From an optimization exercise on the open Yosys and OpenROAD flow, aimed at small area, a short achievable clock period and few clock cycles per item; shortcuts taken in it are not production practice.
In this exercise RTL edits were held to simulation tests only and were not proved equivalent to the original.
Power figures rest on the tool's default switching activity, not on a simulated workload.

$ cat flow/run.sh
#!/bin/bash
# synth_recipe.tcl (not shown) runs the flow's synth.tcl, then flattens the netlist and writes it again
# the make line also repeats each setting of config.mk as NAME=value (left out here)
make -C /OpenROAD-flow-scripts/flow DESIGN_CONFIG=/design/flow/config.mk WORK_HOME=/design/flow/orfs CLKGATE_MAP_FILE= SYNTH_SCRIPT=/design/flow/synth_recipe.tcl finish
$ cat flow/config.mk
export PLATFORM = sky130hd
export DESIGN_NAME = seq_alu
export DESIGN_NICKNAME = seq_alu
export VERILOG_FILES = /design/flow/design.v
export SDC_FILE = /design/flow/constraint.sdc
export NUM_CORES = 4
export LEC_CHECK = 0
export ABC_AREA = 1
export CAP_MARGIN = 20
export CORE_MARGIN = 2
export CORE_UTILIZATION = 40
export SETUP_SLACK_MARGIN = 4
export SLEW_MARGIN = 20
$ cat flow/constraint.sdc
create_clock -name core_clock -period 8.0 [get_ports {clock_i}]
set_input_delay 1.6000 -clock core_clock [delete_from_list [all_inputs] [get_ports {clock_i}]]
set_output_delay 1.6000 -clock core_clock [all_outputs]
set_load 0.01 [all_outputs]
$ cat flow/design.v
module seq_alu #(
    parameter int WIDTH   = 32,
    parameter int SHAMT_W = $clog2(WIDTH)
) (
    input  logic               clock_i,
    input  logic               reset_n_i,
    input  logic               start_i,
    input  logic [4:0]         opcode_i,
    input  logic [WIDTH-1:0]   a_i,
    input  logic [WIDTH-1:0]   b_i,
    output logic               ready_o,
    output logic               valid_o,
    output logic [2*WIDTH-1:0] result_o,
    output logic               zero_o,
    output logic               negative_o,
    output logic               div_by_zero_o,
    output logic               illegal_op_o
);
    localparam logic [4:0] OP_ADD  = 5'b00011, OP_SUB  = 5'b00100, OP_SHR  = 5'b00101,
                           OP_SHRA = 5'b00110, OP_SHL  = 5'b00111, OP_ROR  = 5'b01000,
                           OP_ROL  = 5'b01001, OP_AND  = 5'b01010, OP_OR   = 5'b01011,
                           OP_ADDI = 5'b01100, OP_ANDI = 5'b01101, OP_ORI  = 5'b01110,
                           OP_MUL  = 5'b01111, OP_DIV  = 5'b10000, OP_NEG  = 5'b10001,
                           OP_NOT  = 5'b10010;
    logic        s1_q;
    logic [31:0] a_q, b_q;             
    logic        f_add, f_sub, f_neg, f_shr, f_shra, f_shl, f_rot, f_and, f_or, f_not;
    logic        f_mul, f_divn, f_dbz, f_ill;
    logic [4:0]  ra_q;                 
    logic [5:0]  sh_q;                 
    logic [4:0]  za_q, zb_q;           
    logic        st_idle, st_mul, st_al1, st_al2, st_norm, st_div, st_fxq, st_fxr;
    logic [31:0] h_q, l_q;             
    logic [4:0]  cnt_q;                
    logic        last_q, rz_q, negq_q, negr_q;
    logic        bd_one, bd_two, bd_neg;  
    logic        valid_q, wide_q, dbz_q, ill_q;
    function automatic logic [4:0] lzc32(input logic [31:0] v);
        logic [15:0] v1; logic [15:0] c1;
        logic [7:0]  v2; logic [15:0] c2;
        logic [3:0]  v3; logic [11:0] c3;
        logic [1:0]  v4; logic [7:0]  c4;
        for (int i = 0; i < 16; i++) begin
            v1[i] = v[2*i+1] | v[2*i];
            c1[i] = ~v[2*i+1];
        end
        for (int i = 0; i < 8; i++) begin
            v2[i] = v1[2*i+1] | v1[2*i];
            c2[2*i+:2] = v1[2*i+1] ? {1'b0, c1[2*i+1]} : {1'b1, c1[2*i]};
        end
        for (int i = 0; i < 4; i++) begin
            v3[i] = v2[2*i+1] | v2[2*i];
            c3[3*i+:3] = v2[2*i+1] ? {1'b0, c2[2*(2*i+1)+:2]} : {1'b1, c2[2*(2*i)+:2]};
        end
        for (int i = 0; i < 2; i++) begin
            v4[i] = v3[2*i+1] | v3[2*i];
            c4[4*i+:4] = v3[2*i+1] ? {1'b0, c3[3*(2*i+1)+:3]} : {1'b1, c3[3*(2*i)+:3]};
        end
        lzc32 = v4[1] ? {1'b0, c4[7:4]} : {1'b1, c4[3:0]};
    endfunction
    function automatic logic [4:0] lsm1(input logic [31:0] x);
        lsm1 = lzc32({x[30:0] ^ {31{x[31]}}, 1'b1});
    endfunction
    function automatic logic [31:0] lowmask(input logic [5:0] n);
        for (int i = 0; i < 32; i++) lowmask[i] = (6'(i) < n);
    endfunction
    logic        xa, xh, xd, y1, y2, yb, yl, yh, inv;
    logic [33:0] ax, ay, sum;
    logic        fit;
    always_comb begin
        xa  = st_idle & (f_add | f_sub);
        xh  = st_mul;
        xd  = st_div;
        y1  = (st_mul & bd_one) | (st_idle & f_divn);
        y2  = st_mul & bd_two;
        yb  = (st_idle & (f_add | f_sub | f_neg)) | st_div;
        yl  = st_fxq;
        yh  = st_fxr;
        inv = (st_mul & bd_neg) | (st_div & ~b_q[31]) | (st_idle & (f_sub | f_neg | f_divn)) |
              st_fxq | st_fxr;
        ax  = ({34{xa}} & {{2{a_q[31]}}, a_q}) | ({34{xh}} & {{2{h_q[31]}}, h_q}) |
              ({34{xd}} & {1'b0, h_q, l_q[31]});
        ay  = ({34{y1}} & {{2{a_q[31]}}, a_q}) | ({34{y2}} & {a_q[31], a_q, 1'b0}) |
              ({34{yb}} & {{2{b_q[31]}}, b_q}) | ({34{yl}} & {2'b00, l_q}) |
              ({34{yh}} & {2'b00, h_q});
        sum = ax + (ay ^ {34{inv}}) + {33'd0, inv};
        fit = ~sum[33];
    end
    logic [31:0] rot_in, rot_out, lowm, topm, msk, sh_out;
    logic        fill, use_top, use_low;
    assign lowm = lowmask(sh_q);
    always_comb for (int i = 0; i < 32; i++) topm[i] = lowm[31-i];
    always_comb begin
        rot_in  = st_al1 ? ((h_q & lowm) | (l_q & ~lowm)) : st_al2 ? h_q : a_q;
        use_top = (st_idle & (f_shr | f_shra)) | st_al2;
        use_low = (st_idle & f_shl) | st_norm;
        fill    = (st_idle & f_shra & a_q[31]) | (st_al2 & h_q[31]);
    end
    logic [63:0] rot_w;
    assign rot_w   = {rot_in, rot_in} >> ra_q;
    assign rot_out = rot_w[31:0];
    assign msk     = ({32{use_top}} & topm) | ({32{use_low}} & lowm);
    assign sh_out  = (rot_out & ~msk) | ({32{fill}} & msk);
    logic        sel_sum, sel_sh;
    logic [31:0] res_l;
    always_comb begin
        sel_sum = (st_idle & (f_add | f_sub | f_neg)) | st_fxq;
        sel_sh  = (st_idle & (f_shr | f_shra | f_shl | f_rot)) | st_norm | st_al1;
        res_l   = ({32{sel_sum}} & sum[31:0]) | ({32{sel_sh}} & sh_out) |
                  ({32{st_idle & f_and}} & (a_q & b_q)) | ({32{st_idle & f_or}} & (a_q | b_q)) |
                  ({32{st_idle & f_not}} & ~b_q) | {32{st_idle & f_dbz}};
    end
    logic [4:0]  za, zb, zm;           
    logic        swap, mrz, dlo, dhi;
    logic [4:0]  kd;                   
    logic [4:0]  mr;                   
    logic [6:0]  s_raw;
    logic [4:0]  s_neg;
    logic [5:0]  s_div;
    logic [4:0]  ra_div;
    logic [31:0] mplier;
    always_comb begin
        za     = za_q;
        zb     = zb_q;
        swap   = za > zb;              
        zm     = swap ? za : zb;
        mplier = swap ? a_q : b_q;
        mrz    = zm[4:1] <= 4'd2;
        kd     = mrz ? 5'd15 : {1'b0, ~zm[4:1]};
        mr     = mrz ? 5'd0 : {zm[4:1], 1'b0};
        s_raw  = {2'b00, za} - {2'b00, zb} - {6'd0, a_q[31]} + 7'd31;
        s_neg  = zb - za + {4'd0, a_q[31]} + 5'd1;           
        dlo    = s_raw[6];
        dhi    = ~s_raw[6] & (s_raw[5] & (s_raw[4:0] != 5'd0));
        s_div  = dlo ? 6'd0 : dhi ? 6'd32 : s_raw[5:0];
        ra_div = (dlo | dhi) ? 5'd0 : s_neg;
    end
    logic setup, done, s1_free, accept;
    assign setup   = st_idle & s1_q;
    assign done    = (setup & ~f_mul & ~f_divn) | (st_mul & last_q & rz_q) | st_al2 |
                     (st_norm & sh_q[5] & ~negq_q & ~negr_q) | (st_div & last_q & ~negq_q & ~negr_q) |
                     (st_fxq & ~negr_q) | st_fxr;
    assign s1_free = ~s1_q | done;
    assign ready_o = s1_free;
    assign accept  = start_i & s1_free;
    always_ff @(posedge clock_i or negedge reset_n_i) begin
        if (!reset_n_i) begin
            s1_q    <= 1'b0;
            valid_q <= 1'b0;
            st_idle <= 1'b1;
            st_mul  <= 1'b0;
            st_al1  <= 1'b0;
            st_al2  <= 1'b0;
            st_norm <= 1'b0;
            st_div  <= 1'b0;
            st_fxq  <= 1'b0;
            st_fxr  <= 1'b0;
        end else begin
            valid_q <= done;
            if (accept)    s1_q <= 1'b1;
            else if (done) s1_q <= 1'b0;
            st_idle <= done | (st_idle & ~s1_q);
            st_mul  <= (setup & f_mul) | (st_mul & ~last_q);
            st_al1  <= st_mul & last_q & ~rz_q;
            st_al2  <= st_al1;
            st_norm <= setup & f_divn;
            st_div  <= (st_norm & ~sh_q[5]) | (st_div & ~last_q);
            st_fxq  <= ((st_norm & sh_q[5]) | (st_div & last_q)) & negq_q;
            st_fxr  <= (((st_norm & sh_q[5]) | (st_div & last_q)) & ~negq_q & negr_q) |
                       (st_fxq & negr_q);
        end
    end
    always_ff @(posedge clock_i) begin
        if (accept) begin
            a_q    <= a_i;
            b_q    <= b_i;
            f_add  <= (opcode_i == OP_ADD) | (opcode_i == OP_ADDI);
            f_sub  <= opcode_i == OP_SUB;
            f_neg  <= opcode_i == OP_NEG;
            f_shr  <= opcode_i == OP_SHR;
            f_shra <= opcode_i == OP_SHRA;
            f_shl  <= opcode_i == OP_SHL;
            f_rot  <= (opcode_i == OP_ROR) | (opcode_i == OP_ROL);
            f_and  <= (opcode_i == OP_AND) | (opcode_i == OP_ANDI);
            f_or   <= (opcode_i == OP_OR) | (opcode_i == OP_ORI);
            f_not  <= opcode_i == OP_NOT;
            f_mul  <= opcode_i == OP_MUL;
            f_divn <= (opcode_i == OP_DIV) & (b_i != 32'd0);
            f_dbz  <= (opcode_i == OP_DIV) & (b_i == 32'd0);
            f_ill  <= !((opcode_i >= OP_ADD) && (opcode_i <= OP_NOT));
            ra_q   <= ((opcode_i == OP_SHL) | (opcode_i == OP_ROL)) ? 5'(-b_i[4:0]) : b_i[4:0];
            sh_q   <= {1'b0, b_i[4:0]};
            za_q   <= lsm1(a_i);
            zb_q   <= lsm1(b_i);
        end else if (setup) begin
            if (f_mul) begin
                if (swap) a_q <= b_q;
                ra_q <= mr;
                sh_q <= {1'b0, mr};
            end else begin
                if (a_q[31]) a_q <= sum[31:0];         
                ra_q <= ra_div;
                sh_q <= s_div;
            end
        end
        if (setup) begin
            wide_q <= f_mul;
            dbz_q  <= f_dbz;
            ill_q  <= f_ill;
            negq_q <= a_q[31] ^ b_q[31];
            negr_q <= a_q[31];
            cnt_q  <= f_mul ? kd : ~s_div[4:0];
            last_q <= kd == 5'd0;
            rz_q   <= mrz;
            bd_one <= mplier[0];
            bd_two <= mplier[1] & ~mplier[0];
            bd_neg <= mplier[1];
        end else if (st_norm) begin
            last_q <= cnt_q == 5'd0;
        end else if (st_mul | st_div) begin
            cnt_q  <= cnt_q - 5'd1;
            last_q <= cnt_q == 5'd1;
            bd_one <= l_q[2] ^ l_q[1];
            bd_two <= (l_q[3] & ~l_q[2] & ~l_q[1]) | (~l_q[3] & l_q[2] & l_q[1]);
            bd_neg <= l_q[3];
        end
        if (st_idle)      h_q <= {32{f_dbz}} & a_q;
        else if (st_mul)  h_q <= sum[33:2];
        else if (st_div)  h_q <= fit ? sum[31:0] : {h_q[30:0], l_q[31]};
        else if (st_fxr)  h_q <= sum[31:0];
        else if (st_norm) h_q <= rot_out & msk;
        else if (st_al2)  h_q <= sh_out;
        if (st_idle & f_mul)       l_q <= mplier;
        else if (st_mul)           l_q <= {sum[1:0], l_q[31:2]};
        else if (st_div)           l_q <= {l_q[30:0], fit};
        else if (~(st_al2 | st_fxr)) l_q <= res_l;
    end
    assign valid_o       = valid_q;
    assign result_o      = {h_q, l_q};
    assign zero_o        = (l_q == 32'd0) & (~wide_q | (h_q == 32'd0));
    assign negative_o    = wide_q ? h_q[31] : l_q[31];
    assign div_by_zero_o = dbz_q;
    assign illegal_op_o  = ill_q;
endmodule
==> results.txt <==
[metrics by stage]
stage	instances	util	cell area, um2	total power, W
floorplan	3735	-	22700	0.00114
global placement	4471	0.437	24500	0.00120
detailed placement	4472	0.437	24600	0.00120
CTS	4625	0.487	27400	0.00209
global route	4694	0.516	29000	0.00214
finish	4696	0.516	29000	0.00209
[critical path, stage by stage, from the launching register on]
cell	delay [ps]
edfxtp_1	460
nor4_4	460
nand4_1	420
o21ai_2	300
nor4b_4	330
buf_2	200
[power by group]
group	switching (W)	total (W)	internal, W
Combinational	0.0000670	0.000119	0.0000522
Clock	0.000458	0.000906	0.000448
Sequential	0	0.00106	0.00106
Total	0.000525	0.00209	0.00156
[layout by cell type, fill, tap and decap left out, types with 27 or more instances in the layout]
cell type / synthesis / layout
nand2_1: 1004 / 923
nand3_1: 674 / 664
inv_1: 433 / 390
a21oi_1: 267 / 215
nor2_1: 230 / 201
edfxtp_1: 177 / 177
buf_4: 3 / 176
o21ai_0: 192 / 162
clkdlybuf4s50_1: 0 / 139
o22ai_1: 70 / 65
nand2_2: 3 / 61
o221ai_1: 60 / 43
xor2_1: 48 / 42
inv_2: 13 / 41
a21oi_2: 1 / 41
ha_1: 56 / 40
o21ai_1: 7 / 27
[path summary, 6_finish.rpt]
path	startpoint	end	slack (ps)
min in group asynchronous	reset_n_i	st_mul$_DFF_PN0_	1490
setup / recovery	h_q[30]$_DFFE_PP_	zero_o	3740
hold reg to reg	f_ill$_DFFE_PP_	ill_q$_DFFE_PP_	420
setup reg to reg	st_idle$_DFF_PN1_	l_q[17]$_DFFE_PP_	3810
max in group asynchronous	reset_n_i	st_fxr$_DFF_PN0_	6040
hold / removal	f_ill$_DFFE_PP_	ill_q$_DFFE_PP_	420
[logic make-up (layout without fill, tap and decap cells)]
logic type               after synthesis  in the layout  synth area share
buffers and inverters                662            863             0.113
other                                  0              2                 0
AND/OR/NAND/NOR                     2026           2028             0.387
AO/OA/AOI/OAI                        738            738             0.194
adder cells (fa/ha/maj)               61             61            0.0353
flip-flops                           188            188             0.246
XOR/XNOR                              60             60            0.0235
[what timing repair did]
| action | CTS | global route |
|---|---|---|
| buffers inserted | 103 | 67 |
| endpoints found under the setup margin | 185 | 90 |
| gates cloned | 18 | 2 |
| pin swaps | 75 | 114 |
| resized for setup | 279 | 247 |
[layer usage]
metal	routed length (um)	GRT usage	vias up
met4	9350	0.254	4
met5	24	0	-
met3	15700	0.0968	465
met1	48100	0.537	13700
met2	53700	0.619	2166
li1	-	-	13200
[flip-flops by register name (all words and copies together), names as in the netlist, 5 cells and up]
signal  count
a_q        32
l_q        32
cnt_q       5
za_q        5
h_q        32
sh_q        6
b_q        32
ra_q        5
zb_q        5
[area by class of cell]
type                            count  area, um2
Clock buffer                       17        425
Inverter                          452       1830
Antenna cell                        2       5.00
Tap cell                          756        946
Sequential cell                   188       5600
Timing Repair Buffer              376       3820
Multi-Input combinational cell   2887      16100
Timing Repair inverter              3       36.3
Clock inverter                     15        175
Fill cell                        5792      27200
==> impl_metrics.yaml <==
synth:
  ys_ff_latch: 188
  ys_seq_area_frac: 0.246
  synth_top_cell_by_area: "edfxtp_1"
  synth_edf_count: 177
  avgSynthCellArea_um2: 6.07
  synthArstFlopShare: 0.0532
  yosys-top-cells-area: "edfxtp_1, nand2_1, nand3_1"
  yosys.cell_types.count: 67
  synth_top_area_frac: 0.235
  synth_top_flop_cell: "edfxtp_1"
  synthesis.nets: 3868
  yosysMostFrequentCell: "nand2_1"
  netlist_area_um2: 22700
  netlist_instances: 3735
  synth_common_cells: "nand2_1, nand3_1, inv_1, a21oi_1, nor2_1"
  synth_warnings: 1
timing:
  finalHoldViolCount: 0
  max_freq_ghz: 0.235
  setup_viol: 0
  tns_ps: 0
  hold_ws_ps: 423
  period_share: 0.532
  setup_ws_ps: 3740
  drv_slew: 0
  worst_slew_pin_slew_ps: 1110
  clock_skew_ps: 12.0
  min_period_ps: 4260
  relSlewSlack: 0.259
  rsz0062_at_grt: "true"
worst_setup_path:
  cp-end-kind: "primary output"
  arrival_ps: 2660
  worstSetupStartpointType: "register"
  worstPathRequired_ps: 6400
  critPathMaxFanout: 2
  r2r_cells: 25
  criticalPathCategory: "register to primary output"
clock_network:
  cts_sinks: 188
  cts-root-buf: "clkbuf_16"
  cts_tree: "yes"
  numCtsBuffers: 17
  cts_hold_buf: 0
  clk_path_buf_depth: 2
  ctsHtreeMaxLevel: 4
  clk_pin_slew_ps: 80
  worst_skew_pair.late_latency_ps: 490
drt:
  drc: 0
  final_antenna_net_count: 0
  drtPass1Iterations: 8
  viasPerCell: 6.29
  wire_per_inst_um: 27.0
  routed_wl_mm: 127
  drt_iter0_markers: 4497
  vias: 29500
finish:
  area_delta_synth_final_pct: 27.8
  nets: 4058
  drive_gt1_frac: 0.157
floorplanning:
  fp.dieW_um: 242
  core-area_um2: 56200
  ioPinCount: 142
  rows: 87
  initial_core_util: 0.404
  die_area_um2: 58600
  die_h_um: 242
status:
  status: "finished clean"
flow_run:
  drv_cap: 0
grt:
  antenna_found_initial: 3
  grt_pass1_wl_mm: 180
  grt_overflow: 0
  grt_pass1_vias: 26500
  grt_max_degree: 74
  grtUsageTotal: 0.413
placement:
  gp_congestion: 1.06
  hpwl_mm: 93.6
  portBuffers: 141
  place_ws_ps: 2770
worst_hold_path:
  hold_depth: 0
  min_path_type: "register to register"
power:
  p_per_area_nw_per_um2: 72.0
  ir_worst_vdd_mv: 0.170
  power_leakage_nw: 13.1
Testbench counts, summed over its fixed seeds: cycles 22,060, ops 4,800.

## port drivers added, routing unchanged
No port has a modelled driver above. Below, the same layout with a new extraction and two added sets of constraints.
Step 1 (the two cells are an assumption about what drives the block):
set clk [get_ports {clock_i}]
set_driving_cell -lib_cell sky130_fd_sc_hd__clkbuf_16 $clk
set_driving_cell -lib_cell sky130_fd_sc_hd__buf_2 [delete_from_list [all_inputs] $clk]
Step 2, shift: input delay + t, output delay - t, t = (earliest + latest rising clock arrival at the registers) / 2. This alone moves slack from input paths to output paths.
Slacks: ideal ports / drivers / drivers and shift; pairs: ideal ports / drivers.
shift t [ns]: 0.542
slack for setup (ns): 3.742 / 3.688 / 3.551
worst setup path at the end: input to register
After both steps this run still meets setup and hold. For this run, drivers alone change the setup slack by -0.054 ns; drivers and shift together by -0.191 ns.
